Background: an optimization exercise with open tools, aiming at small area. Do not read the settings as production practice.
The RTL was checked by simulation tests, not by an equivalence proof against the original design.
No activity file was given, so power comes from the tool's default toggle rates.

[flow/flow/run.sh]
#!/bin/bash
# The standard synthesis, then the standard layout steps with these changes:
#  - inverters moved across full adders, XOR gates and half adders (flow/polarity.py), which removes most of
#    the inverters that synthesis leaves between adders; a Yosys equivalence proof with
#    the registers paired by name must pass, or the standard netlist is kept;
#  - port buffers made from the smallest buffer cell (every port still gets one);
#  - the largest buffers and inverters kept out of placement and timing repair;
#  - clock tree synthesis without dummy loads.
# Each step's output goes to a log of its own here; ORFS's own logs are under orfs/logs.
set -euo pipefail
bash standard.sh synth > synth.log 2>&1

res=orfs/results/sky130hd/checksum_packet_sync_top/base
lib="$FLOW_HOME/platforms/sky130hd/lib/sky130_fd_sc_hd__tt_025C_1v80.lib"
cp "$res/1_2_yosys.v" synth_standard.v
if python3 flow/polarity.py synth_standard.v synth_polarity.v > polarity.log 2>&1; then
  cat > equiv.ys <<EOY
read_liberty -ignore_miss_func $lib
read_verilog synth_standard.v
rename $FLOW_TOP gold
read_verilog synth_polarity.v
rename $FLOW_TOP gate
flatten
async2sync
rename -hide w:*.*
rename -hide w:_*_
rename -hide w:_pol*
opt_clean
equiv_make gold gate eq
hierarchy -top eq
equiv_simple
equiv_induct
equiv_status -assert
EOY
  yosys_bin="$FLOW_HOME/../tools/install/yosys/bin/yosys"
  [[ -x "$yosys_bin" ]] || yosys_bin=yosys
  if "$yosys_bin" -q -l equiv.log equiv.ys > equiv.out 2>&1; then
    cp synth_polarity.v "$res/1_2_yosys.v"
    rm -f "$res/1_synth.odb" "$res/1_synth.sdc"
    echo "using the netlist with moved inverters" >> polarity.log
  else
    echo "equivalence not proven: keeping the standard netlist" >> polarity.log
  fi
fi

plat=$(sed -n '/^export DONT_USE_CELLS/,/^#/p' "$FLOW_HOME/platforms/sky130hd/config.mk" \
  | grep -o 'sky130_fd_sc_hd__[a-z0-9_]*' | tr '\n' ' ')
big="sky130_fd_sc_hd__buf_12 sky130_fd_sc_hd__buf_16 sky130_fd_sc_hd__buf_8 sky130_fd_sc_hd__buf_6
  sky130_fd_sc_hd__bufinv_8 sky130_fd_sc_hd__bufinv_16 sky130_fd_sc_hd__inv_6 sky130_fd_sc_hd__inv_8
  sky130_fd_sc_hd__inv_12 sky130_fd_sc_hd__inv_16 sky130_fd_sc_hd__clkinv_8 sky130_fd_sc_hd__clkinv_16
  sky130_fd_sc_hd__clkbuf_16 sky130_fd_sc_hd__bufbuf_8 sky130_fd_sc_hd__bufbuf_16"
cts="-sink_clustering_enable -repair_clock_nets -sink_clustering_size 20"
cts="$cts -sink_clustering_max_diameter 60 -buf_list sky130_fd_sc_hd__clkbuf_8 -dont_use_dummy_load"
bash standard.sh "DONT_USE_CELLS=$plat $(echo $big)" \
  BUFFER_PORTS_ARGS="-buffer_cell sky130_fd_sc_hd__buf_1" CTS_ARGS="$cts" finish > layout.log 2>&1
[flow/flow/polarity.py]
#!/usr/bin/env python3
"""Move inverters across full adders and XOR gates in a flat Yosys netlist.

A full adder is self-dual: FA(~a, ~b, ~c) = (~sum, ~cout). So any full adder may be
"flipped": fed the complement of each input, it gives the complement of each output.
A two-input XOR gate absorbs an inverted input or output by becoming an XNOR gate of the
same size, and the reverse. A half adder fed two inverted inputs becomes an XOR gate
and a NOR gate of the same total area: HA(~a, ~b) = (a ^ b, ~(a | b)). This script chooses which full adders and XOR/XNOR gates to
flip so that the fewest inverters are needed, then rebuilds the inverters. The registers
and every other cell stay as they are.

usage: polarity.py IN.v OUT.v
"""
import random
import re
import sys

INV = re.compile(r"sky130_fd_sc_hd__(inv|clkinv)_\d+$")
FA = re.compile(r"sky130_fd_sc_hd__fa_\d+$")
HA = re.compile(r"sky130_fd_sc_hd__ha_1$")
XOR = re.compile(r"sky130_fd_sc_hd__(xor2|xnor2)_(\d+)$")
OUT_PINS = {"X", "Y", "Q", "Q_N", "SUM", "COUT", "GCLK", "HI", "LO"}

src = open(sys.argv[1]).read()
head, body = src.split(");", 1)  # module header ends at the first ");"
head += ");"
inst_re = re.compile(r"^  (sky130_fd_sc_hd__\w+) (\S+ ?)\s*\(\n(.*?)\n  \);\n", re.S | re.M)
pin_re = re.compile(r"^\s*\.(\w+)\((.*)\),?$")

cells = []  # [type, name, [(pin, net)], start, end]
for m in inst_re.finditer(body):
    pins = []
    for line in m.group(3).split("\n"):
        pm = pin_re.match(line)
        assert pm, line
        pins.append([pm.group(1), pm.group(2)])
    cells.append([m.group(1), m.group(2), pins, m.start(), m.end()])
rest = inst_re.sub("", body)
assert "assign" not in rest, "netlist has assign statements"

ports = set()
for decl in re.findall(r"^\s*(?:input|output)\s+(?:\[[^\]]*\]\s*)?(\S+);", head + body, re.M):
    ports.add(decl)

def is_port(net):
    base = net.split("[")[0].strip()
    return base in ports or net.strip() in ports

driver = {}
for i, c in enumerate(cells):
    for p, n in c[2]:
        if p in OUT_PINS:
            driver[n] = (i, p)

# inverters we may rebuild: output net not a port, input not constant
inv_ids = set()
for i, c in enumerate(cells):
    if INV.match(c[0]):
        pins = dict(c[2])
        if not is_port(pins["Y"]) and pins["A"] not in ("1'h0", "1'h1"):
            inv_ids.add(i)

def base_of(net):
    """(base net, polarity) following rebuildable inverters back."""
    pol = 0
    while net in driver and driver[net][0] in inv_ids:
        net = dict(cells[driver[net][0]][2])["A"]
        pol ^= 1
    return net, pol

fa_ids = [i for i, c in enumerate(cells) if FA.match(c[0]) or XOR.match(c[0])]
xor_ids = set(i for i in fa_ids if XOR.match(cells[i][0]))
fa_index = {i: k for k, i in enumerate(fa_ids)}
# an adder driving a port net directly must not flip
fixed = set()
for i in fa_ids:
    for p, n in cells[i][2]:
        if p in OUT_PINS and is_port(n):
            fixed.add(i)

# loads: every input pin of a non-inverter cell (inverters are rebuilt)
loads = []  # (cell, pin index, base, pol)
for i, c in enumerate(cells):
    if i in inv_ids:
        continue
    for k, (p, n) in enumerate(c[2]):
        if p in OUT_PINS:
            continue
        b, pol = base_of(n)
        loads.append((i, k, b, pol))
for n in driver:
    if is_port(n) and driver[n][0] in inv_ids:
        sys.exit("port driven by a rebuilt inverter")

def base_flip(b, f):
    if b in driver:
        i = driver[b][0]
        if i in fa_index:
            return f[fa_index[i]]
    return 0

ha_ids = set(i for i, c in enumerate(cells) if HA.match(c[0]))
ha_loads = {}
for li, (i, k, b, pol) in enumerate(loads):
    if i in ha_ids:
        ha_loads.setdefault(i, []).append(li)

def ha_dual(f):
    """half adders whose inputs both want inverting"""
    out = set()
    for i, lis in ha_loads.items():
        if len(lis) == 2 and all(loads[li][3] ^ base_flip(loads[li][2], f) for li in lis):
            out.add(i)
    return out

def cost(f):
    need = set()
    dual = ha_dual(f)
    for i, k, b, pol in loads:
        if i in xor_ids or i in dual:
            continue
        fi = f[fa_index[i]] if i in fa_index else 0
        if pol ^ fi ^ base_flip(b, f):
            need.add(b)
    return len(need)

n = len(fa_ids)
best = [0] * n
best_c = cost(best)
orig_c = len(inv_ids)
rng = random.Random(1)
for restart in range(30):
    f = best[:] if restart == 0 else [rng.randint(0, 1) if fa_ids[j] not in fixed else 0 for j in range(n)]
    c = cost(f)
    improved = True
    while improved:
        improved = False
        for j in rng.sample(range(n), n):
            if fa_ids[j] in fixed:
                continue
            f[j] ^= 1
            c2 = cost(f)
            if c2 < c or (c2 == c and rng.random() < 0.1):
                if c2 < c:
                    improved = True
                c = c2
            else:
                f[j] ^= 1
    if c < best_c:
        best, best_c = f[:], c
print(f"inverters: {orig_c} before, {best_c} after; {sum(best)} of {n} full adders and XOR gates flipped, {len(ha_dual(best))} half adders split",
      file=sys.stderr)

# rebuild
new_insts = []
new_wires = []
inv_net = {}
def inverted(b):
    if b not in inv_net:
        k = len(inv_net)
        name = f"_pol_n{k}_"
        inv_net[b] = name
        new_wires.append(f"  wire {name};\n")
        new_insts.append(
            f"  sky130_fd_sc_hd__inv_1 _pol_i{k}_ (\n    .A({b}),\n    .Y({name})\n  );\n")
    return inv_net[b]

parity = {i: best[fa_index[i]] for i in xor_ids}
dual = ha_dual(best)
for i, k, b, pol in loads:
    if i in dual:
        cells[i][2][k][1] = b
        continue
    if i in xor_ids:
        parity[i] ^= pol ^ base_flip(b, best)
        cells[i][2][k][1] = b
        continue
    fi = best[fa_index[i]] if i in fa_index else 0
    cells[i][2][k][1] = inverted(b) if pol ^ fi ^ base_flip(b, best) else b
for i, par in parity.items():
    if par:
        m = XOR.match(cells[i][0])
        kind = "xnor2" if m.group(1) == "xor2" else "xor2"
        cells[i][0] = f"sky130_fd_sc_hd__{kind}_{m.group(2)}"
        out_pin = "Y" if kind == "xnor2" else "X"
        for pin in cells[i][2]:
            if pin[0] in ("X", "Y"):
                pin[0] = out_pin

out = []
pos = 0
for i, c in enumerate(cells):
    out.append(body[pos:c[3]])
    pos = c[4]
    if i in inv_ids:
        continue
    if i in dual:
        p = dict(c[2])
        nm = c[1].strip()
        esc = nm.startswith("\\")
        def sub(tag):
            return (nm + "_" + tag + " ") if esc else (nm + "_" + tag)
        out.append(f"  sky130_fd_sc_hd__xor2_1 {sub('hx')} (\n    .A({p['A']}),\n    .B({p['B']}),\n"
                   f"    .X({p['SUM']})\n  );\n")
        out.append(f"  sky130_fd_sc_hd__nor2_1 {sub('hn')} (\n    .A({p['A']}),\n    .B({p['B']}),\n"
                   f"    .Y({p['COUT']})\n  );\n")
        continue
    pins = ",\n".join(f"    .{p}({nn})" for p, nn in c[2])
    out.append(f"  {c[0]} {c[1]}(\n{pins}\n  );\n")
tail = body[pos:]
idx = tail.rindex("endmodule")
text = head + "".join(out) + tail[:idx] + "".join(new_wires) + "".join(new_insts) + tail[idx:]
open(sys.argv[2], "w").write(text)
[flow/standard.sh]
#!/bin/bash
# synth_recipe.tcl (not shown) runs the flow's synth.tcl, then flattens the netlist and writes it again
# the make line also repeats each setting of config.mk as NAME=value (left out here)
make -C /OpenROAD-flow-scripts/flow DESIGN_CONFIG=/design/flow/config.mk WORK_HOME=/design/flow/orfs CLKGATE_MAP_FILE= SYNTH_SCRIPT=/design/flow/synth_recipe.tcl "${@:-finish}"
[flow/config.mk]
export PLATFORM = sky130hd
export DESIGN_NAME = checksum_packet_sync_top
export DESIGN_NICKNAME = checksum_packet_sync_top
export VERILOG_FILES = /design/flow/design.v
export SDC_FILE = /design/flow/constraint.sdc
export NUM_CORES = 4
export LEC_CHECK = 0
export ABC_AREA = 0
export CAP_MARGIN = 20
export CORE_MARGIN = 2
export CORE_UTILIZATION = 80
export CTS_BUF_LIST = sky130_fd_sc_hd__clkbuf_8
export CTS_CLUSTER_DIAMETER = 60
export CTS_CLUSTER_SIZE = 20
export SLEW_MARGIN = 20
[flow/constraint.sdc]
create_clock -name core_clock -period 6.0 [get_ports {clk_i}]
set_input_delay 1.2000 -clock core_clock [delete_from_list [all_inputs] [get_ports {clk_i}]]
set_output_delay 1.2000 -clock core_clock [all_outputs]
set_load 0.01 [all_outputs]
[flow/design.v]
`default_nettype none
package cps_pkg;
  localparam int unsigned BYTE_W    = 8;
  localparam int unsigned WORD_W    = 32;
  localparam int unsigned OUT_WORDS = 5;
  typedef struct packed {
    logic [WORD_W-1:0] run;
    logic [WORD_W-1:0] tot;
  } sums_t;
endpackage
`default_nettype wire
`default_nettype none
module checksum_packet_sync_top #(
  parameter int unsigned WORDS_PER_PACKET = 6
) (
  input  wire logic                        clk_i,
  input  wire logic                        rst_ni,
  input  wire logic                        in_valid_i,
  output logic                             in_stall_o,
  input  wire logic [cps_pkg::BYTE_W-1:0]  in_byte_i,
  output logic                             out_valid_o,
  input  wire logic                        out_stall_i,
  output logic [cps_pkg::WORD_W-1:0]       word_0_o,
  output logic [cps_pkg::WORD_W-1:0]       word_1_o,
  output logic [cps_pkg::WORD_W-1:0]       word_2_o,
  output logic [cps_pkg::WORD_W-1:0]       word_3_o,
  output logic [cps_pkg::WORD_W-1:0]       word_4_o
);
  localparam int unsigned KEEP = 23;
  logic [KEEP-1:0][7:0] win_q;
  logic                 out_valid_q;
  logic [4:0]           fill_q;       
  logic [3:0]           k_q;
  logic                 ok1_q, ok2_q, ok3_q;
  logic                 in_xfer;
  logic [7:0]           nx;
  logic [11:0]          na, nb;       
  logic [7:0]           want;         
  logic [8:0]           t_zero, t_want;
  logic [3:0]           n_hi, k_d;
  logic                 zero, match, full, hit;
  function automatic logic [8:0] low_is(input logic [7:0] a, input logic [7:0] b,
                                        input logic [7:0] t);
    logic [7:0] kill;   
    logic [7:0] bad;
    kill   = (a & b) | ((a | b) & ~t);
    bad    = a ^ b ^ t ^ {kill[6:0], 1'b1};
    low_is = {kill[7], bad};
  endfunction
  assign in_stall_o  = out_valid_q & out_stall_i;
  assign in_xfer     = in_valid_i & ~in_stall_o;
  assign out_valid_o = out_valid_q;
  assign nx = ~in_byte_i;
  logic [41:0] ts, tc;
  logic [3:0] hs, hc;
  always_comb begin
    ts[0] = win_q[3][2] ^ win_q[3][0] ^ win_q[7][0];
    tc[0] = (win_q[3][2] & win_q[3][0]) | (win_q[7][0] & (win_q[3][2] ^ win_q[3][0]));
    ts[1] = win_q[3][3] ^ win_q[3][1] ^ win_q[7][1];
    tc[1] = (win_q[3][3] & win_q[3][1]) | (win_q[7][1] & (win_q[3][3] ^ win_q[3][1]));
    hs[0] = win_q[11][3] ^ win_q[11][2];
    hc[0] = win_q[11][3] & win_q[11][2];
    ts[2] = win_q[3][4] ^ win_q[3][2] ^ win_q[7][2];
    tc[2] = (win_q[3][4] & win_q[3][2]) | (win_q[7][2] & (win_q[3][4] ^ win_q[3][2]));
    ts[3] = win_q[11][4] ^ win_q[11][3] ^ win_q[15][3];
    tc[3] = (win_q[11][4] & win_q[11][3]) | (win_q[15][3] & (win_q[11][4] ^ win_q[11][3]));
    ts[4] = win_q[3][5] ^ win_q[3][3] ^ win_q[7][3];
    tc[4] = (win_q[3][5] & win_q[3][3]) | (win_q[7][3] & (win_q[3][5] ^ win_q[3][3]));
    ts[5] = win_q[11][5] ^ win_q[11][4] ^ win_q[15][4];
    tc[5] = (win_q[11][5] & win_q[11][4]) | (win_q[15][4] & (win_q[11][5] ^ win_q[11][4]));
    ts[6] = win_q[3][6] ^ win_q[3][4] ^ win_q[7][4];
    tc[6] = (win_q[3][6] & win_q[3][4]) | (win_q[7][4] & (win_q[3][6] ^ win_q[3][4]));
    ts[7] = win_q[11][6] ^ win_q[11][5] ^ win_q[15][5];
    tc[7] = (win_q[11][6] & win_q[11][5]) | (win_q[15][5] & (win_q[11][6] ^ win_q[11][5]));
    ts[8] = win_q[3][7] ^ win_q[3][5] ^ win_q[7][5];
    tc[8] = (win_q[3][7] & win_q[3][5]) | (win_q[7][5] & (win_q[3][7] ^ win_q[3][5]));
    ts[9] = win_q[11][7] ^ win_q[11][6] ^ win_q[15][6];
    tc[9] = (win_q[11][7] & win_q[11][6]) | (win_q[15][6] & (win_q[11][7] ^ win_q[11][6]));
    ts[10] = win_q[3][1] ^ win_q[11][1] ^ win_q[11][0];
    tc[10] = (win_q[3][1] & win_q[11][1]) | (win_q[11][0] & (win_q[3][1] ^ win_q[11][1]));
    ts[11] = win_q[11][2] ^ win_q[11][1] ^ win_q[15][1];
    tc[11] = (win_q[11][2] & win_q[11][1]) | (win_q[15][1] & (win_q[11][2] ^ win_q[11][1]));
    hs[1] = win_q[19][2] ^ nx[2];
    hc[1] = win_q[19][2] & nx[2];
    ts[12] = win_q[15][2] ^ win_q[19][3] ^ nx[3];
    tc[12] = (win_q[15][2] & win_q[19][3]) | (nx[3] & (win_q[15][2] ^ win_q[19][3]));
    ts[13] = ts[1] ^ hs[0] ^ tc[0];
    tc[13] = (ts[1] & hs[0]) | (tc[0] & (ts[1] ^ hs[0]));
    ts[14] = win_q[19][4] ^ nx[4] ^ ts[2];
    tc[14] = (win_q[19][4] & nx[4]) | (ts[2] & (win_q[19][4] ^ nx[4]));
    ts[15] = ts[3] ^ tc[1] ^ hc[0];
    tc[15] = (ts[3] & tc[1]) | (hc[0] & (ts[3] ^ tc[1]));
    ts[16] = win_q[19][5] ^ nx[5] ^ ts[4];
    tc[16] = (win_q[19][5] & nx[5]) | (ts[4] & (win_q[19][5] ^ nx[5]));
    ts[17] = ts[5] ^ tc[2] ^ tc[3];
    tc[17] = (ts[5] & tc[2]) | (tc[3] & (ts[5] ^ tc[2]));
    ts[18] = win_q[19][6] ^ nx[6] ^ ts[6];
    tc[18] = (win_q[19][6] & nx[6]) | (ts[6] & (win_q[19][6] ^ nx[6]));
    ts[19] = ts[7] ^ tc[4] ^ tc[5];
    tc[19] = (ts[7] & tc[4]) | (tc[5] & (ts[7] ^ tc[4]));
    ts[20] = win_q[19][7] ^ nx[7] ^ ts[8];
    tc[20] = (win_q[19][7] & nx[7]) | (ts[8] & (win_q[19][7] ^ nx[7]));
    ts[21] = ts[9] ^ tc[6] ^ tc[7];
    tc[21] = (ts[9] & tc[6]) | (tc[7] & (ts[9] ^ tc[6]));
    ts[22] = win_q[3][6] ^ win_q[7][6] ^ win_q[11][7];
    tc[22] = (win_q[3][6] & win_q[7][6]) | (win_q[11][7] & (win_q[3][6] ^ win_q[7][6]));
    ts[23] = win_q[15][7] ^ tc[8] ^ tc[9];
    tc[23] = (win_q[15][7] & tc[8]) | (tc[9] & (win_q[15][7] ^ tc[8]));
    hs[2] = win_q[3][0] ^ win_q[11][0];
    hc[2] = win_q[3][0] & win_q[11][0];
    ts[24] = win_q[15][0] ^ win_q[19][1] ^ nx[1];
    tc[24] = (win_q[15][0] & win_q[19][1]) | (nx[1] & (win_q[15][0] ^ win_q[19][1]));
    ts[25] = ts[0] ^ ts[11] ^ hs[1];
    tc[25] = (ts[0] & ts[11]) | (hs[1] & (ts[0] ^ ts[11]));
    ts[26] = ts[12] ^ ts[13] ^ tc[11];
    tc[26] = (ts[12] & ts[13]) | (tc[11] & (ts[12] ^ ts[13]));
    ts[27] = ts[14] ^ ts[15] ^ tc[12];
    tc[27] = (ts[14] & ts[15]) | (tc[12] & (ts[14] ^ ts[15]));
    ts[28] = ts[16] ^ ts[17] ^ tc[14];
    tc[28] = (ts[16] & ts[17]) | (tc[14] & (ts[16] ^ ts[17]));
    ts[29] = ts[18] ^ ts[19] ^ tc[16];
    tc[29] = (ts[18] & ts[19]) | (tc[16] & (ts[18] ^ ts[19]));
    ts[30] = ts[20] ^ ts[21] ^ tc[18];
    tc[30] = (ts[20] & ts[21]) | (tc[18] & (ts[20] ^ ts[21]));
    ts[31] = ts[22] ^ ts[23] ^ tc[20];
    tc[31] = (ts[22] & ts[23]) | (tc[20] & (ts[22] ^ ts[23]));
    ts[32] = win_q[3][7] ^ win_q[7][7] ^ tc[22];
    tc[32] = (win_q[3][7] & win_q[7][7]) | (tc[22] & (win_q[3][7] ^ win_q[7][7]));
    hs[3] = win_q[19][0] ^ nx[0];
    hc[3] = win_q[19][0] & nx[0];
    ts[33] = ts[10] ^ ts[24] ^ hc[2];
    tc[33] = (ts[10] & ts[24]) | (hc[2] & (ts[10] ^ ts[24]));
    ts[34] = tc[10] ^ ts[25] ^ tc[24];
    tc[34] = (tc[10] & ts[25]) | (tc[24] & (tc[10] ^ ts[25]));
    ts[35] = hc[1] ^ ts[26] ^ tc[25];
    tc[35] = (hc[1] & ts[26]) | (tc[25] & (hc[1] ^ ts[26]));
    ts[36] = tc[13] ^ ts[27] ^ tc[26];
    tc[36] = (tc[13] & ts[27]) | (tc[26] & (tc[13] ^ ts[27]));
    ts[37] = tc[15] ^ ts[28] ^ tc[27];
    tc[37] = (tc[15] & ts[28]) | (tc[27] & (tc[15] ^ ts[28]));
    ts[38] = tc[17] ^ ts[29] ^ tc[28];
    tc[38] = (tc[17] & ts[29]) | (tc[28] & (tc[17] ^ ts[29]));
    ts[39] = tc[19] ^ ts[30] ^ tc[29];
    tc[39] = (tc[19] & ts[30]) | (tc[29] & (tc[19] ^ ts[30]));
    ts[40] = tc[21] ^ ts[31] ^ tc[30];
    tc[40] = (tc[21] & ts[31]) | (tc[30] & (tc[21] ^ ts[31]));
    ts[41] = tc[23] ^ ts[32] ^ tc[31];
    tc[41] = (tc[23] & ts[32]) | (tc[31] & (tc[23] ^ ts[32]));
    na[0] = hs[2];
    nb[0] = hs[3];
    na[1] = ts[33];
    nb[1] = hc[3];
    na[2] = ts[34];
    nb[2] = tc[33];
    na[3] = ts[35];
    nb[3] = tc[34];
    na[4] = ts[36];
    nb[4] = tc[35];
    na[5] = ts[37];
    nb[5] = tc[36];
    na[6] = ts[38];
    nb[6] = tc[37];
    na[7] = ts[39];
    nb[7] = tc[38];
    na[8] = ts[40];
    nb[8] = tc[39];
    na[9] = ts[41];
    nb[9] = tc[40];
    na[10] = tc[32];
    nb[10] = tc[41];
    na[11] = 1'b0;
    nb[11] = 1'b0;
  end
  always_comb begin
    want   = 8'd0 - {4'b0, k_q};
    t_zero = low_is(na[7:0], nb[7:0], 8'd0);
    t_want = low_is(na[7:0], nb[7:0], want);
    zero   = (t_zero[7:0] == 8'd0);
    match  = (t_want[7:0] == 8'd0);
    n_hi   = na[11:8] + nb[11:8] + {3'b0, zero ? t_zero[8] : t_want[8]};
    k_d    = n_hi - {3'b0, zero};
    full   = (fill_q == 5'd23);
    hit    = full && ok3_q && match;
  end
  always_ff @(posedge clk_i or negedge rst_ni) begin
    if (!rst_ni) begin
      out_valid_q <= 1'b0;
      fill_q      <= '0;
    end else begin
      out_valid_q <= (in_xfer && hit) || in_stall_o;
      if (in_xfer) begin
        if (hit)        fill_q <= '0;
        else if (!full) fill_q <= fill_q + 5'd1;
      end
    end
  end
  always_ff @(posedge clk_i) begin
    if (in_xfer) begin
      k_q   <= k_d;
      ok1_q <= zero;
      ok2_q <= ok1_q && match;
      ok3_q <= ok2_q && match;
    end
    if (in_xfer && !hit) begin
      win_q <= {in_byte_i, win_q[KEEP-1:1]};
    end
  end
  assign word_0_o = {win_q[3],  win_q[2],  win_q[1],  win_q[0]};
  assign word_1_o = {win_q[7],  win_q[6],  win_q[5],  win_q[4]};
  assign word_2_o = {win_q[11], win_q[10], win_q[9],  win_q[8]};
  assign word_3_o = {win_q[15], win_q[14], win_q[13], win_q[12]};
  assign word_4_o = {win_q[19], win_q[18], win_q[17], win_q[16]};
endmodule
`default_nettype wire
==> results of run 1 <==
==> worst max path at each step <==
stage | endpoint | slack [ns] | cells past startpoint
floorplan | win_q[0] | -1.12 | 9
global placement | k_q[2] | 0.88 | 14
detailed placement | k_q[2] | 0.75 | 14
CTS | k_q[2] | 0.94 | 13
global route | win_q[129] | 0.78 | 10
finish | k_q[2] | 1.00 | 13
==> through the flow <==
step / area, um^2 / utilization / cells / hold slack, ns / setup WS (ns)
2_1_floorplan: 8919 / - / 522 / 0.4003 / -1.115
3_3_place_gp: 8593 / 0.7927 / 684 / 0.4026 / 0.8819
3_5_place_dp: 8593 / 0.7927 / 684 / 0.4045 / 0.7473
4_1_cts: 8827 / 0.8143 / 701 / 0.4056 / 0.9431
5_1_grt: 8827 / 0.8143 / 701 / 0.4081 / 0.7838
6_report: 8827 / 0.8143 / 701 / 0.4039 / 1.001
==> state kept, by name, indices dropped and copies added (netlist names) <==
register	count
win_q	184
fill_q	5
k_q	4
ok1_q	1
ok2_q	1
ok3_q	1
out_valid_q	1
==> worst max-delay path, delay by kind of cell (launching register included) <==
| family | cells | cell delay, ns |
|---|---|---|
| buffers and inverters | 1 | 0.05 |
| adder cells (fa/ha/maj) | 8 | 3.48 |
| AND/OR/NAND/NOR | 2 | 0.35 |
| XOR/XNOR | 2 | 0.32 |
| flip-flops | 1 | 0.56 |
==> layer usage <==
metal	up-vias	share of wire	routed length [um]	global-route usage
met1	1981	0.40	5571	0.3396
met5	-	0	0	0
met3	17	0.077	1071	0.07706
met2	161	0.51	7090	0.3792
met4	0	0.010	144	0.06148
li1	1708	-	-	-
==> final cells by class <==
cell class                      count  area, um^2
Inverter                           20       75.07
Multi-Input combinational cell    144        1752
Timing Repair Buffer              183       705.7
Sequential cell                   197        5886
Tap cell                          140       175.2
Fill cell                         548        2013
Clock buffer                       17       234.0
==> power breakdown <==
| part | switching (uW) | internal, uW |
|---|---|---|
| sequential | 90.5 | 1660 |
| combinational | 635 | 522 |
| clock | 365 | 251 |
==> run notes, run 1 <==
======================================================================================
Deepest clock path buffer count .........................................            2
Total power density per cell area ....................................... 398.9 nW/um^2
Reg2Reg Setup Slack .....................................................      1.00 ns
Most frequent cells in the layout ....................................... sky130_fd_sc_hd__edfxtp_1, sky130_fd_sc_hd__buf_1, sky130_fd_sc_hd__fa_1
CTS tree ................................................................        built
Placeable Area ..........................................................   10840 um^2
Total GRT Usage .........................................................       0.2418
Number of port buffers ..................................................          173
Cell depth of the worst min-delay path ..................................            0
Clock sink total ........................................................          197
Crit-path most repeated cell ............................................ sky130_fd_sc_hd__fa_1
Total Negative Setup Slacks .............................................         0 ns
Fin crit period .........................................................     4.999 ns
Starting Density ........................................................       0.8212
TritonCTS Buffers .......................................................           17
Slowest stage delay, CP .................................................      0.60 ns
Peak supply drop ........................................................    0.2594 mV
Total of warnings raised by yosys .......................................            1
Cts hold-fix bufs .......................................................            0
Most common library cell in the layout ignoring fill and taps ........... sky130_fd_sc_hd__edfxtp_1
Required @ worst endpoint ...............................................      6.19 ns
Number of H-tree levels .................................................            4
Net count after synthesis ...............................................          600
Clock slew at the register clock pins of the worst setup and hold paths .      0.09 ns
Post-route ant nets .....................................................            0
Placed wire-length estimate .............................................     10.49 mm
Endpoint of the lowest-slack register-to-register path ..................       k_q[2]
Max cap viols ...........................................................            0
Result of the run .......................................................  no timing/DRC/antenna violations
Via total after detailed routing ........................................         3867
Placement Rows ..........................................................           38
Total chip power ........................................................      3521 uW
Vias in the first global route ..........................................         3784
DRC violation total after the first TritonRoute iteration ...............          300
Wire length of the first global-routing pass ............................     20.46 mm
Largest net degree at the start of global routing .......................           58
Summed instance area of the synthesized netlist .........................    8902 um^2
Count of pins on the block boundary .....................................          174
Max-slew violation count ................................................            0
Die area ................................................................   11990 um^2
Maximum clock skew at final layout ......................................   0.02298 ns
Post-CTS setup buffer count .............................................            0
Net count, final ........................................................          641
Class of the most critical setup path ...................................   reg -> reg
Relative area change from synthesis to final layout .....................     -0.8432%
Total routed wirelength .................................................     13.88 mm
Hold crit path type .....................................................   reg -> reg
Category of the worst setup path capture point ..........................         flop
Worst skew pair latency .................................................      0.45 ns
Worst slew slack as a fraction of its limit .............................       0.5043
Setup repair after global routing missed its margin .....................        false
1st-pass router iterations ..............................................            5
Wire per inst ...........................................................     19.80 um
Layout cells sized above 1 ..............................................      0.05704
Hold_sp .................................................................   win_q[173]
Drt drc .................................................................            0
Leakage power ...........................................................  0.003117 uW
CTS root buffer ......................................................... sky130_fd_sc_hd__clkbuf_8
Mean cell area of the mapped netlist ....................................   17.05 um^2
Number of standard cells after synthesis ................................          522
Number of hold violations in the final report ...........................            0
Fmax achieved ...........................................................    200.0 MHz
Via density .............................................................        5.516
Number of inserted diodes ...............................................            0
Maximum fanout along the worst path .....................................            4
Post-route fraction of the period consumed by the critical path .........       0.8332
Number of antenna violations at the first check in global routing .......            0
Chip height .............................................................     109.5 um
Resize count post-CTS ...................................................            0
Final setup violation count .............................................            0
Actual slew at the worst max-slew pin ...................................    0.7436 ns
Placer congestion estimate ..............................................       0.7679
Worst-case hold path end point ..........................................   win_q[165]
Sum of overflow across all layers after global routing ..................            0
Crit-path slowest cell .................................................. sky130_fd_sc_hd__fa_2
Arr. time, crit path ....................................................      5.19 ns
Start point of the critical path ........................................    win_q[27]
Cell-by-cell trace of the critical path ................................. fa_1, fa_1, fa_2, fa_1, ha_1, xor2_1, nand4_1, nor2_1, ha_1, inv_1, fa_1, fa_1, xor2_1
Startpoint of the worst-slack reg-to-reg timing path ....................    win_q[27]
Die width ...............................................................     109.5 um
Number of cells on the worst reg-to-reg path ............................           13
Crit start category .....................................................         flop
======================================================================================
==> run 2, diff against run 1 <==
--- a/flow/design.v
+++ b/flow/design.v
@@ -35,18 +35,9 @@
   logic                 in_xfer;
   logic [7:0]           nx;
   logic [11:0]          na, nb;       
-  logic [7:0]           want;         
-  logic [8:0]           t_zero, t_want;
-  logic [3:0]           n_hi, k_d;
+  logic [7:0]           mk, ma, mb;   
+  logic [3:0]           k_d;
   logic                 zero, match, full, hit;
-  function automatic logic [8:0] low_is(input logic [7:0] a, input logic [7:0] b,
-                                        input logic [7:0] t);
-    logic [7:0] kill;   
-    logic [7:0] bad;
-    kill   = (a & b) | ((a | b) & ~t);
-    bad    = a ^ b ^ t ^ {kill[6:0], 1'b1};
-    low_is = {kill[7], bad};
-  endfunction
   assign in_stall_o  = out_valid_q & out_stall_i;
   assign in_xfer     = in_valid_i & ~in_stall_o;
   assign out_valid_o = out_valid_q;
@@ -172,15 +163,14 @@
     nb[11] = 1'b0;
   end
   always_comb begin
-    want   = 8'd0 - {4'b0, k_q};
-    t_zero = low_is(na[7:0], nb[7:0], 8'd0);
-    t_want = low_is(na[7:0], nb[7:0], want);
-    zero   = (t_zero[7:0] == 8'd0);
-    match  = (t_want[7:0] == 8'd0);
-    n_hi   = na[11:8] + nb[11:8] + {3'b0, zero ? t_zero[8] : t_want[8]};
-    k_d    = n_hi - {3'b0, zero};
-    full   = (fill_q == 5'd23);
-    hit    = full && ok3_q && match;
+    zero  = ((na[7:0] ^ nb[7:0]) == 8'hff);
+    mk    = {4'b0, k_q};
+    ma    = na[7:0] ^ nb[7:0] ^ mk;
+    mb    = {(na[6:0] & nb[6:0]) | (mk[6:0] & (na[6:0] ^ nb[6:0])), 1'b0};
+    match = ((ma ^ mb) == 8'hff);
+    k_d   = na[11:8] + nb[11:8] + {3'b0, na[7] & nb[7]};
+    full  = (fill_q == 5'd23);
+    hit   = full && ok3_q && match;
   end
   always_ff @(posedge clk_i or negedge rst_ni) begin
     if (!rst_ni) begin
--- a/flow/config.mk
+++ b/flow/config.mk
@@ -8,7 +8,7 @@
 export ABC_AREA = 0
 export CAP_MARGIN = 20
 export CORE_MARGIN = 2
-export CORE_UTILIZATION = 80
+export CORE_UTILIZATION = 88
 export CTS_BUF_LIST = sky130_fd_sc_hd__clkbuf_8
 export CTS_CLUSTER_DIAMETER = 60
 export CTS_CLUSTER_SIZE = 20
==> run notes, run 2 <==
======================================================================================
Result of the run .......................................................  no timing/DRC/antenna violations
Arr. time, crit path ....................................................      4.82 ns   -0.37 ns
Number of port buffers ..................................................          173   unchanged
Hold_sp .................................................................   win_q[182]
Number of hold violations in the final report ...........................            0   unchanged
Number of cells on the worst reg-to-reg path ............................           11   -2
Class of the most critical setup path ...................................   reg -> reg
Post-Layout Cell Count ..................................................          647   -7.7%
Cts hold-fix bufs .......................................................            0   unchanged
Total routed wirelength .................................................     14.01 mm   +0.97%
Mean cell area of the mapped netlist ....................................   17.95 um^2   +5.2%
Sequential cell area in the final layout ................................    5886 um^2   unchanged
Vias in the first global route ..........................................         3611   -4.6%
Number of H-tree levels .................................................            4   unchanged
Worst-case hold path end point ..........................................   win_q[174]
Net count after synthesis ...............................................          554   -7.7%
Max-slew violation count ................................................            0   unchanged
Category of the worst setup path capture point ..........................         flop
Most frequent cells in the layout ....................................... sky130_fd_sc_hd__edfxtp_1, sky130_fd_sc_hd__buf_1, sky130_fd_sc_hd__fa_1
Total of warnings raised by yosys .......................................            1   unchanged
Layout cells sized above 1 ..............................................      0.05447   -0.002566
Total Negative Setup Slacks .............................................         0 ns   unchanged
Number of antenna violations at the first check in global routing .......            0   unchanged
Largest net degree at the start of global routing .......................           48   -17%
Fmax achieved ...........................................................    210.0 MHz   +5.0%
Wire per inst ...........................................................     21.66 um   +9.4%
Hold crit path type .....................................................   reg -> reg
Leakage power ...........................................................  0.002955 uW   -5.2%
Post-route ant nets .....................................................            0   unchanged
Relative area change from synthesis to final layout .....................      -1.193%
Drt drc .................................................................            0   unchanged
Number of inserted diodes ...............................................            0   unchanged
Placement Rows ..........................................................           36   -5.3%
Placed wire-length estimate .............................................     10.04 mm   -4.3%
CTS tree ................................................................        built
Net count, final ........................................................          591   -7.8%
Worst skew pair latency .................................................      0.45 ns   about the same
Hold slack final ........................................................    0.4215 ns   +0.01759 ns
Fin crit period .........................................................     4.762 ns   -0.2369 ns
Count of pins on the block boundary .....................................          174   unchanged
Placeable Area ..........................................................    9639 um^2   -11%
Cell depth of the worst min-delay path ..................................            0   unchanged
Die width ...............................................................     102.8 um   -6.1%
Post-route fraction of the period consumed by the critical path .........       0.7937   -0.03948
Largest registers in the final layout ................................... win_q (184), fill_q (5), k_q (4)
Summed instance area of the synthesized netlist .........................    8597 um^2   -3.4%
Actual slew at the worst max-slew pin ...................................    0.6427 ns   -0.1009 ns
Crit start category .....................................................         flop
Via density .............................................................        5.660   +2.6%
Most common library cell in the layout ignoring fill and taps ........... sky130_fd_sc_hd__edfxtp_1
Maximum clock skew at final layout ......................................   0.02263 ns   -0.0003513 ns
Sum of overflow across all layers after global routing ..................            0   unchanged
Deepest clock path buffer count .........................................            2   unchanged
Total power density per cell area ....................................... 357.2 nW/um^2   -10%
Post-CTS setup buffer count .............................................            0   unchanged
Number of fill cells ....................................................          372   -32%
Starting Density ........................................................       0.8919   +0.07066
Clock sink total ........................................................          197   unchanged
Endpoint of the lowest-slack register-to-register path ..................   win_q[133]
Final setup violation count .............................................            0   unchanged
Number of standard cells after synthesis ................................          479   -8.2%
Resize count post-CTS ...................................................            0   unchanged
Chip height .............................................................     102.8 um   -6.1%
Maximum fanout along the worst path .....................................           29   +25
Die area ................................................................   10580 um^2   -12%
Wire length of the first global-routing pass ............................     19.95 mm   -2.5%
Total GRT Usage .........................................................       0.2777   +0.03589
Startpoint of the worst-slack reg-to-reg timing path ....................    win_q[27]
Peak supply drop ........................................................    0.2371 mV   -8.6%
Via total after detailed routing ........................................         3662   -5.3%
Register ranked first by flip-flop count ................................        win_q
Worst slew slack as a fraction of its limit .............................       0.5716   +0.06727
Flip-flop count of the largest register after layout ....................          184   unchanged
Placer congestion estimate ..............................................       0.7406   -3.6%
1st-pass router iterations ..............................................            5   unchanged
TritonCTS Buffers .......................................................           17   unchanged
Setup repair after global routing missed its margin .....................        false
DRC violation total after the first TritonRoute iteration ...............          188   -37%
Total area of multi-input combinational cells ...........................    1465 um^2   -16%
Max cap viols ...........................................................            0   unchanged
Reg2Reg Setup Slack .....................................................      1.24 ns   +0.24 ns
CTS root buffer ......................................................... sky130_fd_sc_hd__clkbuf_8
Total instance count after detailed placement ...........................          630   -7.9%
Final core occ ..........................................................       0.8812   +0.06694
Clock slew at the register clock pins of the worst setup and hold paths .      0.08 ns   about the same
Required @ worst endpoint ...............................................      6.06 ns   -0.13 ns
======================================================================================
[run 2: cell count changes in the layout (fill, tap and decap cells not counted), moves of 3 or more]
cell,previous run,this run
sky130_fd_sc_hd__inv_1,19,14
sky130_fd_sc_hd__nor2_1,22,4
sky130_fd_sc_hd__buf_1,176,173
sky130_fd_sc_hd__xor2_1,16,8
sky130_fd_sc_hd__xnor2_1,8,0
[run 2: cell type report]
cell class / instances / area share
Sequential cell: 197 / 0.6929
Multi-Input combinational cell: 107 / 0.1725
Timing Repair Buffer: 178 / 0.08057
Clock buffer: 17 / 0.02754
Tap cell: 133 / 0.01959
Inverter: 15 / 0.006923
[run 2: critical path, stage by stage (launching register included)]
cell and delay [ns]:
sky130_fd_sc_hd__edfxtp_1 0.55, sky130_fd_sc_hd__fa_1 0.55, sky130_fd_sc_hd__fa_1 0.62, sky130_fd_sc_hd__fa_1 0.46, sky130_fd_sc_hd__fa_1 0.50, sky130_fd_sc_hd__fa_1 0.50
sky130_fd_sc_hd__inv_1 0.06, sky130_fd_sc_hd__o21ai_1 0.10, sky130_fd_sc_hd__nand4b_1 0.17, sky130_fd_sc_hd__nor2_2 0.10, sky130_fd_sc_hd__a21oi_4 0.20, sky130_fd_sc_hd__buf_2 0.57
[run 2: metrics by stage]
stage | setup slack (ns) | total power [uW] | cell area [um^2]
after floorplan | -0.9994 | 2279 | 8611
after detailed placement | 1.082 | 2428 | 8260
after global routing | 1.066 | 3183 | 8494
final | 1.238 | 3034 | 8494
after global placement | 1.202 | 2385 | 8260
after CTS | 1.259 | 3055 | 8494
[run 2: worst max-delay path by stage]
| stage | from | to | slack, ns | cells after the start |
|---|---|---|---|---|
| after floorplan | in_byte_i[3] | win_q[0] | -1.0 | 10 |
| after global placement | in_byte_i[3] | win_q[132] | 1.20 | 12 |
| after detailed placement | in_byte_i[3] | win_q[60] | 1.08 | 12 |
| after CTS | win_q[27] | win_q[133] | 1.26 | 11 |
| after global routing | win_q[27] | win_q[133] | 1.07 | 11 |
| final | win_q[27] | win_q[133] | 1.24 | 11 |
[run 2: routing by layer]
layer / vias up / wire length (um) / track usage
li1: 1579 / - / -
met1: 1856 / 5332 / 0.3672
met2: 199 / 7346 / 0.4429
met3: 28 / 1026 / 0.08949
met4: 0 / 307 / 0.1113
met5: - / 0 / 0
[run 2: power by group]
group	internal [uW]	switching (uW)	total, uW	leakage, uW
clock	251	374	625	0.000122
sequential	1640	79.9	1720	0.00194
combinational	291	397	688	0.000892
==> run 3, diff against run 2 <==
--- a/flow/config.mk
+++ b/flow/config.mk
@@ -8,7 +8,7 @@
 export ABC_AREA = 0
 export CAP_MARGIN = 20
 export CORE_MARGIN = 2
-export CORE_UTILIZATION = 88
+export CORE_UTILIZATION = 60
 export CTS_BUF_LIST = sky130_fd_sc_hd__clkbuf_8
 export CTS_CLUSTER_DIAMETER = 60
 export CTS_CLUSTER_SIZE = 20
==> run notes, run 3 <==
======================================================================================
Result of the run .......................................................  no timing/DRC/antenna violations
Total power density per cell area ....................................... 347.1 nW/um^2   -2.8%
Die width ...............................................................     123.7 um   +20%
Startpoint of the worst-slack reg-to-reg timing path ....................    win_q[27]
Hold_sp .................................................................   win_q[178]
Cell Area, Placed .......................................................    8332 um^2   +0.86%
Wire per inst ...........................................................     18.04 um   -17%
Total instance count after detailed placement ...........................          681   +8.1%
Number of H-tree levels .................................................            4   unchanged
Chip height .............................................................     123.7 um   +20%
TritonCTS Buffers .......................................................           17   unchanged
Starting Density ........................................................       0.6170   -0.2749
Arr. time, crit path ....................................................      5.00 ns   +0.18 ns
Summed instance area of the synthesized netlist .........................    8597 um^2   unchanged
Placeable Area ..........................................................   13930 um^2   +45%
Category of the worst setup path capture point ..........................         flop
Fin crit period .........................................................     4.944 ns   +0.1814 ns
Worst-case hold path end point ..........................................   win_q[170]
Class of the most critical setup path ...................................   reg -> reg
Die area ................................................................   15300 um^2   +45%
Cell depth of the worst min-delay path ..................................            0   unchanged
Post-route fraction of the period consumed by the critical path .........       0.8239   +0.03024
Clock sink total ........................................................          197   unchanged
Maximum fanout along the worst path .....................................           14   -52%
Setup repair after global routing missed its margin .....................        false
Largest net degree at the start of global routing .......................           41   -15%
Largest registers in the final layout ................................... win_q (184), fill_q (5), k_q (4)
Post-route ant nets .....................................................            0   unchanged
Placer congestion estimate ..............................................       0.7579   +2.3%
Number of antenna violations at the first check in global routing .......            0   unchanged
Final core occ ..........................................................       0.6147   -0.2665
Count of pins on the block boundary .....................................          174   unchanged
Maximum clock skew at final layout ......................................   0.03409 ns   +0.01146 ns
Sum of overflow across all layers after global routing ..................            0   unchanged
Most frequent cells in the layout ....................................... sky130_fd_sc_hd__edfxtp_1, sky130_fd_sc_hd__buf_1, sky130_fd_sc_hd__fa_1
CTS root buffer ......................................................... sky130_fd_sc_hd__clkbuf_8
Mean cell area of the mapped netlist ....................................   17.95 um^2   unchanged
Resize count post-CTS ...................................................            0   unchanged
Worst skew pair latency .................................................      0.45 ns   about the same
Crit start category .....................................................         flop
Number of hold violations in the final report ...........................            0   unchanged
DRC violation total after the first TritonRoute iteration ...............          276   +47%
Flip-flop count of the largest register after layout ....................          184   unchanged
Deepest clock path buffer count .........................................            2   unchanged
Final setup violation count .............................................            0   unchanged
Total of warnings raised by yosys .......................................            1   unchanged
Worst slew slack as a fraction of its limit .............................       0.5319   -0.03962
Post-Layout Cell Count ..................................................          698   +7.9%
Cell area after layout ..................................................    8566 um^2   +0.84%
Peak supply drop ........................................................    0.2006 mV   -15%
Max cap viols ...........................................................            0   unchanged
Endpoint of the lowest-slack register-to-register path ..................   win_q[178]
CTS tree ................................................................        built
Placement Rows ..........................................................           43   +19%
Hold crit path type .....................................................   reg -> reg
Net count, final ........................................................          595   +0.68%
Drt drc .................................................................            0   unchanged
Number of standard cells after synthesis ................................          479   unchanged
Leakage power ...........................................................  0.002959 uW   +0.13%
Clock slew at the register clock pins of the worst setup and hold paths .      0.08 ns   about the same
Placed wire-length estimate .............................................     9.094 mm   -9.4%
Layout cells sized above 1 ..............................................      0.05405   -0.0004207
Reg2Reg Setup Slack .....................................................      1.06 ns   -0.18 ns
Post-CTS setup buffer count .............................................            0   unchanged
Register ranked first by flip-flop count ................................        win_q
Number of cells on the worst reg-to-reg path ............................           11   unchanged
Number of port buffers ..................................................          173   unchanged
Via total after detailed routing ........................................         3540   -3.3%
Required @ worst endpoint ...............................................      6.05 ns   about the same
Number of inserted diodes ...............................................            0   unchanged
Max-slew violation count ................................................            0   unchanged
Via density .............................................................        5.072   -10%
Fmax achieved ...........................................................    202.3 MHz   -3.7%
Total GRT Usage .........................................................       0.1711   -0.1065
Cts hold-fix bufs .......................................................            0   unchanged
Total routed wirelength .................................................     12.59 mm   -10%
Relative area change from synthesis to final layout .....................     -0.3638%
Total Negative Setup Slacks .............................................         0 ns   unchanged
Wire length of the first global-routing pass ............................     18.46 mm   -7.5%
Actual slew at the worst max-slew pin ...................................    0.7021 ns   +0.05944 ns
Vias in the first global route ..........................................         3441   -4.7%
Most common library cell in the layout ignoring fill and taps ........... sky130_fd_sc_hd__edfxtp_1
Net count after synthesis ...............................................          554   unchanged
1st-pass router iterations ..............................................            4   -1
======================================================================================
## run 3: cell types whose count changed in the layout (fill, tap and decap cells not counted), sizes merged
| cell | before | now |
|---|---|---|
| buf | 178 | 182 |
## run 3: worst max-delay path by stage
stage                 start    endpoint  slack (ns)  cells after the start
2_1_floorplan  in_byte_i[3]    win_q[0]        -1.0                     10
3_3_place_gp   in_byte_i[3]  win_q[145]        0.93                     12
3_5_place_dp   in_byte_i[3]  win_q[145]        0.85                     12
4_1_cts           win_q[27]  win_q[178]        1.01                     11
5_1_grt           win_q[27]  win_q[178]        0.75                     11
6_report          win_q[27]  win_q[178]        1.06                     11
## run 3: report_power, final
part	internal, uW	leakage, uW	total, uW	switching, uW
clock	251	0.000122	624	373
sequential	1640	0.00194	1710	74.2
combinational	277	0.000895	635	359
total	2170	0.00296	2970	805
## run 3: layer usage
layer | wire length (um) | global-route usage | part of all wire
met2 | 5817 | 0.2473 | 0.46
met3 | 782 | 0.05128 | 0.062
met4 | 146 | 0.06250 | 0.012
met1 | 5848 | 0.2501 | 0.46
met5 | 0 | 0 | 0
## run 3: stage by stage
| step | worst slack [ns] | total power (uW) | hold WS [ns] |
|---|---|---|---|
| 2_1_floorplan | -0.9994 | 2279 | 0.4003 |
| 3_3_place_gp | 0.9342 | 2377 | 0.4003 |
| 3_5_place_dp | 0.8478 | 2394 | 0.4045 |
| 4_1_cts | 1.013 | 3023 | 0.4063 |
| 5_1_grt | 0.7543 | 3172 | 0.4151 |
| 6_report | 1.056 | 2973 | 0.4083 |
## run 3: worst max-delay path, cell delays in order, from the launching register on
cell and delay [ns]:
sky130_fd_sc_hd__edfxtp_1 0.55, sky130_fd_sc_hd__fa_1 0.55, sky130_fd_sc_hd__fa_1 0.52, sky130_fd_sc_hd__fa_1 0.56
sky130_fd_sc_hd__fa_1 0.46, sky130_fd_sc_hd__fa_1 0.50, sky130_fd_sc_hd__inv_1 0.06, sky130_fd_sc_hd__o21ai_1 0.11
sky130_fd_sc_hd__nand4b_1 0.16, sky130_fd_sc_hd__nor2_2 0.10, sky130_fd_sc_hd__a21oi_4 0.39, sky130_fd_sc_hd__buf_1 0.59
## run 3: cell type report
class,instances,area (um^2)
Fill cell,1062,5369
Tap cell,180,225.2
Multi-Input combinational cell,107,1465
Sequential cell,197,5886
Timing Repair Buffer,182,696.9
Clock buffer,17,234.0
Inverter,15,58.81
==> run 4, diff against run 3 <==
--- a/flow/config.mk
+++ b/flow/config.mk
@@ -8,7 +8,7 @@
 export ABC_AREA = 0
 export CAP_MARGIN = 20
 export CORE_MARGIN = 2
-export CORE_UTILIZATION = 60
+export CORE_UTILIZATION = 50
 export CTS_BUF_LIST = sky130_fd_sc_hd__clkbuf_8
 export CTS_CLUSTER_DIAMETER = 60
 export CTS_CLUSTER_SIZE = 20
==> run notes, run 4 <==
======================================================================================
Placeable Area ..........................................................   16700 um^2   +20%
Max cap viols ...........................................................            0   unchanged
Largest net degree at the start of global routing .......................           46   +12%
Clock sink total ........................................................          197   unchanged
Arr. time, crit path ....................................................      4.97 ns   -0.03 ns
Post-route ant nets .....................................................            0   unchanged
Sum of overflow across all layers after global routing ..................            0   unchanged
Number of inserted diodes ...............................................            0   unchanged
Total of warnings raised by yosys .......................................            1   unchanged
Logic pwr share .........................................................        0.215   about the same
Starting Density ........................................................       0.5148   -0.1022
Placed wire-length estimate .............................................     9.380 mm   +3.2%
Register share of total power ...........................................        0.573   -0.004
Summed instance area of the synthesized netlist .........................    8597 um^2   unchanged
Hold slack final ........................................................    0.4193 ns   +0.01101 ns
Total routed wirelength .................................................     12.98 mm   +3.0%
Layout cells sized above 1 ..............................................      0.05620   +0.002147
Number of port buffers ..................................................          173   unchanged
Class of the most critical setup path ...................................   reg -> reg
Max-slew violation count ................................................            0   unchanged
Number of H-tree levels .................................................            4   unchanged
Result of the run .......................................................  no timing/DRC/antenna violations
Most frequent cells in the layout ....................................... sky130_fd_sc_hd__edfxtp_1, sky130_fd_sc_hd__buf_1, sky130_fd_sc_hd__fa_1
Worst skew pair latency .................................................      0.45 ns   about the same
TritonCTS Buffers .......................................................           17   unchanged
Actual slew at the worst max-slew pin ...................................    0.5635 ns   -0.1386 ns
Net count after synthesis ...............................................          554   unchanged
Die width ...............................................................     135.1 um   +9.2%
Resize count post-CTS ...................................................            0   unchanged
Worst slew slack as a fraction of its limit .............................       0.6243   +0.09238
Maximum clock skew at final layout ......................................   0.02963 ns   -0.004460 ns
Drt drc .................................................................            0   unchanged
Die area ................................................................   18260 um^2   +19%
Cts hold-fix bufs .......................................................            0   unchanged
Peak supply drop ........................................................    0.1471 mV   -27%
Flip-flop count of the largest register after layout ....................          184   unchanged
Vias in the first global route ..........................................         3535   +2.7%
Worst setup slack after layout ..........................................     1.115 ns   +0.05897 ns
Number of antenna violations at the first check in global routing .......            0   unchanged
Placer congestion estimate ..............................................       0.7786   +2.7%
Net switching power figure ..............................................     820.5 uW   +1.9%
Most common library cell in the layout ignoring fill and taps ........... sky130_fd_sc_hd__edfxtp_1
Portion of total power attributed to the clock network ..................        0.212   +0.002
Placement Rows ..........................................................           47   +9.3%
Cell Area, Placed .......................................................    8378 um^2   +0.56%
Hold crit path type .....................................................   reg -> reg
Required @ worst endpoint ...............................................      6.08 ns   +0.03 ns
Count of pins on the block boundary .....................................          174   unchanged
Wire per inst ...........................................................     17.63 um   -2.3%
Number of hold violations in the final report ...........................            0   unchanged
Wire length of the first global-routing pass ............................     19.69 mm   +6.7%
Crit start category .....................................................         flop
Cell area after layout ..................................................    8612 um^2   +0.54%
Category of the worst setup path capture point ..........................         flop
Total power density per cell area ....................................... 347.3 nW/um^2   about the same
Via total after detailed routing ........................................         3513   -0.76%
Total GRT Usage .........................................................       0.1470   -0.02414
Final setup violation count .............................................            0   unchanged
Net count, final ........................................................          593   -0.34%
DRC violation total after the first TritonRoute iteration ...............          231   -16%
CTS tree ................................................................        built
Leakage power ...........................................................  0.002960 uW   about the same
Fmax achieved ...........................................................    204.7 MHz   +1.2%
Total Negative Setup Slacks .............................................         0 ns   unchanged
Relative area change from synthesis to final layout .....................      0.1747%
CTS root buffer ......................................................... sky130_fd_sc_hd__clkbuf_8
Chip height .............................................................     135.1 um   +9.2%
Number of standard cells after synthesis ................................          479   unchanged
Fin crit period .........................................................     4.885 ns   -0.05897 ns
Via density .............................................................        4.773   -5.9%
Post-route fraction of the period consumed by the critical path .........       0.8141   -0.009828
Final core occ ..........................................................       0.5157   -0.09905
1st-pass router iterations ..............................................            4   unchanged
Post-CTS setup buffer count .............................................            0   unchanged
Setup repair after global routing missed its margin .....................        false
Maximum fanout along the worst path .....................................           45   +31
Largest registers in the final layout ................................... win_q (184), fill_q (5), k_q (4)
Clock slew at the register clock pins of the worst setup and hold paths .      0.09 ns   about the same
Mean cell area of the mapped netlist ....................................   17.95 um^2   unchanged
Worst setup slack after placement .......................................    0.8553 ns   +0.007515 ns
Reg2Reg Setup Slack .....................................................      1.12 ns   +0.06 ns
Proportion of total power due to net switching ..........................       0.2743   +0.003413
Deepest clock path buffer count .........................................            2   unchanged
Register ranked first by flip-flop count ................................        win_q
Power Internal ..........................................................      2171 uW   +0.13%
======================================================================================
[run 4: final timing paths]
check                      startpoint         end  cells past startpoint
min                        win_q[173]  win_q[165]                      0
max in group asynchronous      rst_ni   fill_q[4]                      1
max                         win_q[27]   win_q[20]                     11
min in group asynchronous      rst_ni   fill_q[1]                      1
max reg2reg                 win_q[27]   win_q[20]                     11
min reg2reg                win_q[173]  win_q[165]                      0
[run 4: final cells by class]
class / count / area (um^2)
multi-input cells: 107 / 1465
flip-flops and latches: 197 / 5886
repair buffers: 180 / 693.2
clock buffers: 17 / 234.0
well taps: 220 / 275.3
inverters: 15 / 58.81
fillers: 1432 / 8089
[run 4: metrics by stage]
stage,cells,power [uW]
2_1_floorplan,479,2279
6_report,736,2991
5_1_grt,736,3187
3_3_place_gp,719,2381
4_1_cts,736,3040
3_5_place_dp,719,2402
[run 4: power by group through the flow]
stage	logic, uW	clock network (uW)	registers (uW)
2_1_floorplan	555	0	1720
6_report	643	634	1710
3_3_place_gp	639	0	1740
5_1_grt	752	704	1730
4_1_cts	663	660	1720
3_5_place_dp	654	0	1750
[run 4: routing by layer]
| metal | vias to the layer above | GRT usage | share of wire | wire length [um] |
|---|---|---|---|---|
| li1 | 1578 | - | - | - |
| met1 | 1783 | 0.2189 | 0.46 | 5915 |
| met2 | 134 | 0.2064 | 0.46 | 5936 |
| met3 | 18 | 0.04054 | 0.067 | 870 |
| met4 | 0 | 0.06019 | 0.020 | 255 |
| met5 | - | 0 | 0 | 0 |
[run 4: worst max-delay path, cell delays in order, from the launching register on]
cell	delay, ns
sky130_fd_sc_hd__edfxtp_1	0.57
sky130_fd_sc_hd__fa_1	0.55
sky130_fd_sc_hd__fa_1	0.52
sky130_fd_sc_hd__fa_1	0.54
sky130_fd_sc_hd__fa_1	0.45
sky130_fd_sc_hd__fa_1	0.49
sky130_fd_sc_hd__inv_1	0.06
sky130_fd_sc_hd__o21ai_1	0.11
sky130_fd_sc_hd__nand4b_1	0.16
sky130_fd_sc_hd__nor2_2	0.09
sky130_fd_sc_hd__a21oi_4	0.38
sky130_fd_sc_hd__buf_4	0.56
==> run 5, diff against run 4 <==
--- a/flow/config.mk
+++ b/flow/config.mk
@@ -8,7 +8,7 @@
 export ABC_AREA = 0
 export CAP_MARGIN = 20
 export CORE_MARGIN = 2
-export CORE_UTILIZATION = 50
+export CORE_UTILIZATION = 80
 export CTS_BUF_LIST = sky130_fd_sc_hd__clkbuf_8
 export CTS_CLUSTER_DIAMETER = 60
 export CTS_CLUSTER_SIZE = 20
==> run notes, run 5 <==
======================================================================================
Vias in the first global route ..........................................         3697   +4.6%
Number of fill cells ....................................................          519   -64%
Max-slew violation count ................................................            0   unchanged
Starting Density ........................................................       0.8290   +0.3143
Via density .............................................................        5.541   +16%
Met3 GRT Util ...........................................................      0.06295   +0.02241
Required @ worst endpoint ...............................................      6.12 ns   +0.04 ns
Number of inserted diodes ...............................................            0   unchanged
Total routed wirelength .................................................     13.24 mm   +2.0%
Deepest clock path buffer count .........................................            2   unchanged
Net count, final ........................................................          606   +2.2%
Sum of overflow across all layers after global routing ..................            0   unchanged
Die width ...............................................................     107.7 um   -20%
Maximum fanout along the worst path .....................................           27   -40%
Number of cells on the worst reg-to-reg path ............................           11   unchanged
DRC violation total after the first TritonRoute iteration ...............          191   -17%
Wire per inst ...........................................................     19.91 um   +13%
Chip height .............................................................     107.7 um   -20%
Worst slew slack as a fraction of its limit .............................       0.4844   -0.1399
Peak supply drop ........................................................    0.2511 mV   +71%
Arr. time, crit path ....................................................      5.08 ns   +0.11 ns
Total GRT Usage .........................................................       0.2435   +0.09649
Fmax achieved ...........................................................    201.6 MHz   -1.5%
Endpoint of the lowest-slack register-to-register path ..................     win_q[3]
Total of warnings raised by yosys .......................................            1   unchanged
Count of pins on the block boundary .....................................          174   unchanged
Net count after synthesis ...............................................          554   unchanged
Wire length of the first global-routing pass ............................     19.91 mm   +1.1%
Fin crit period .........................................................     4.959 ns   +0.07473 ns
GRT met2 Usage ..........................................................       0.3742   +0.1678
Drt drc .................................................................            0   unchanged
Number of standard cells after synthesis ................................          479   unchanged
Final setup violation count .............................................            0   unchanged
Die area ................................................................   11590 um^2   -37%
Final core occ ..........................................................       0.8260   +0.3104
1st-pass router iterations ..............................................            5   +1
Placeable Area ..........................................................   10370 um^2   -38%
Via total after detailed routing ........................................         3685   +4.9%
Setup repair after global routing missed its margin .....................        false
Most frequent cells in the layout ....................................... sky130_fd_sc_hd__edfxtp_1, sky130_fd_sc_hd__buf_1, sky130_fd_sc_hd__fa_1
Register ranked first by flip-flop count ................................        win_q
Max cap viols ...........................................................            0   unchanged
Cell area after layout ..................................................    8566 um^2   -0.54%
Leakage power ...........................................................  0.003002 uW   +1.4%
Number of H-tree levels .................................................            4   unchanged
Clock slew at the register clock pins of the worst setup and hold paths .      0.09 ns   about the same
Resize count post-CTS ...................................................            0   unchanged
TritonCTS Buffers .......................................................           17   unchanged
Hold crit path type .....................................................   reg -> reg
Result of the run .......................................................  no timing/DRC/antenna violations
Worst Setup EP ..........................................................     win_q[3]
Crit start category .....................................................         flop
Placement Rows ..........................................................           37   -21%
Relative area change from synthesis to final layout .....................     -0.3638%
Flip-flop count of the largest register after layout ....................          184   unchanged
Clock sink total ........................................................          197   unchanged
Total power density per cell area ....................................... 350.6 nW/um^2   +0.93%
Worst skew pair latency .................................................      0.45 ns   about the same
Most common library cell in the layout ignoring fill and taps ........... sky130_fd_sc_hd__edfxtp_1
Post-route fraction of the period consumed by the critical path .........       0.8266   +0.01245
CTS tree ................................................................        built
Reg2Reg Setup Slack .....................................................      1.04 ns   -0.07 ns
Met1 track demand over resource in global routing .......................       0.3482   +0.1293
Number of port buffers ..................................................          173   unchanged
Cts hold-fix bufs .......................................................            0   unchanged
Number of antenna violations at the first check in global routing .......            0   unchanged
Placed wire-length estimate .............................................     9.976 mm   +6.4%
Total Negative Setup Slacks .............................................         0 ns   unchanged
Post-route ant nets .....................................................            0   unchanged
Maximum clock skew at final layout ......................................   0.02383 ns   -0.005792 ns
Worst setup slack after layout ..........................................     1.041 ns   -0.07473 ns
Placer congestion estimate ..............................................       0.7789   about the same
Post-CTS setup buffer count .............................................            0   unchanged
Class of the most critical setup path ...................................   reg -> reg
Category of the worst setup path capture point ..........................         flop
Hold_sp .................................................................   win_q[182]
Summed instance area of the synthesized netlist .........................    8597 um^2   unchanged
Largest net degree at the start of global routing .......................           28   -39%
Layout cells sized above 1 ..............................................      0.07372   +0.01752
Worst setup slack after placement .......................................    0.8152 ns   -0.04011 ns
Mean cell area of the mapped netlist ....................................   17.95 um^2   unchanged
Cell Area, Placed .......................................................    8332 um^2   -0.55%
Actual slew at the worst max-slew pin ...................................    0.7716 ns   +0.2081 ns
Start point of the critical path ........................................    win_q[27]
Largest registers in the final layout ................................... win_q (184), fill_q (5), k_q (4)
Startpoint of the worst-slack reg-to-reg timing path ....................    win_q[27]
CTS root buffer ......................................................... sky130_fd_sc_hd__clkbuf_8
Number of hold violations in the final report ...........................            0   unchanged
Hold slack final ........................................................    0.4212 ns   +0.001965 ns
Routing layer with the top usage in global route ........................         met2
======================================================================================
==> run 5: changes by cell type in the layout (fill, tap and decap cells not counted) <==
| cell | delta |
|---|---|
| sky130_fd_sc_hd__buf_1 | +3 |
| sky130_fd_sc_hd__buf_2 | +11 |
| sky130_fd_sc_hd__buf_4 | -1 |
==> run 5: area by class of cell <==
class / count / area [um^2] / area share
sequential: 197 / 5886 / 0.6871
inverter: 15 / 58.81 / 0.006865
tap: 136 / 170.2 / 0.01987
clock buffer: 17 / 234.0 / 0.02732
timing repair buffer: 193 / 752.0 / 0.08779
multi-input combinational: 107 / 1465 / 0.1710
==> run 5: per-layer routing <==
layer | vias to the layer above | wire [um]
met4 | 0 | 160
met2 | 173 | 6589
met1 | 1894 | 5448
met5 | - | 0
li1 | 1608 | -
met3 | 10 | 1042
==> run 5: worst min path at each step <==
stage | to | slack [ns] | depth (start not counted)
5_1_grt | win_q[174] | 0.41 | 0
3_3_place_gp | win_q[174] | 0.40 | 0
3_5_place_dp | win_q[172] | 0.40 | 0
6_report | win_q[174] | 0.42 | 0
2_1_floorplan | win_q[152] | 0.40 | 0
4_1_cts | win_q[174] | 0.42 | 0
==> run 5: worst max-delay path: stages, from the launching register on <==
cell and delay [ns]:
sky130_fd_sc_hd__edfxtp_1 0.55, sky130_fd_sc_hd__fa_1 0.56, sky130_fd_sc_hd__fa_1 0.52, sky130_fd_sc_hd__fa_1 0.55, sky130_fd_sc_hd__fa_1 0.46, sky130_fd_sc_hd__fa_1 0.51, sky130_fd_sc_hd__inv_1 0.07, sky130_fd_sc_hd__o21ai_1 0.12
sky130_fd_sc_hd__nand4b_1 0.17, sky130_fd_sc_hd__nor2_2 0.09, sky130_fd_sc_hd__a21oi_4 0.63, sky130_fd_sc_hd__buf_2 0.41
==> run 5: where the power goes <==
part           total (uW)  internal, uW  switching (uW)
clock                 617           251             366
sequential           1720          1640            79.2
combinational         666           284             383
==> run 5: stage by stage <==
stage,power [uW],std cells
2_1_floorplan,2279,479
3_3_place_gp,2372,648
3_5_place_dp,2415,648
4_1_cts,3030,665
5_1_grt,3178,665
6_report,3003,665

-- static timing again, ports no longer ideal --
The results above use ideal ports. As a check the final layouts listed here were re-extracted and re-timed, cells and wires unchanged. Step 1 sets driving cells, clkbuf_16 on the clock port and buf_2 on the other inputs (assumed; they add their load-dependent delay and slew). Step 2 times the ports against the registers' clock, not the clock port: input delays grow and output delays shrink by t, the midpoint of the rising clock arrivals with the driver on. a / b / c = ideal ports / drivers / drivers and shift; a / b = the first two.
run | shift t [ns] | slack for setup (ns) | worst hold slack (ns)
run 1 | 0.480 | 1.001 / 1.001 / 0.743 | 0.404 / 0.404 / 0.404
run 2 | 0.471 | 1.238 / 1.238 / 1.017 | 0.422 / 0.422 / 0.422
run 3 | 0.473 | 1.056 / 1.056 / 0.812 | 0.408 / 0.408 / 0.408
run 4 | 0.474 | 1.115 / 1.115 / 0.905 | 0.419 / 0.419 / 0.419
run 5 | 0.470 | 1.041 / 1.041 / 0.809 | 0.421 / 0.421 / 0.421
After both steps every run listed still meets setup and hold. The setup slack of run 1, which loses most, moves by 0.000 ns with the drivers and by -0.258 ns with both steps.
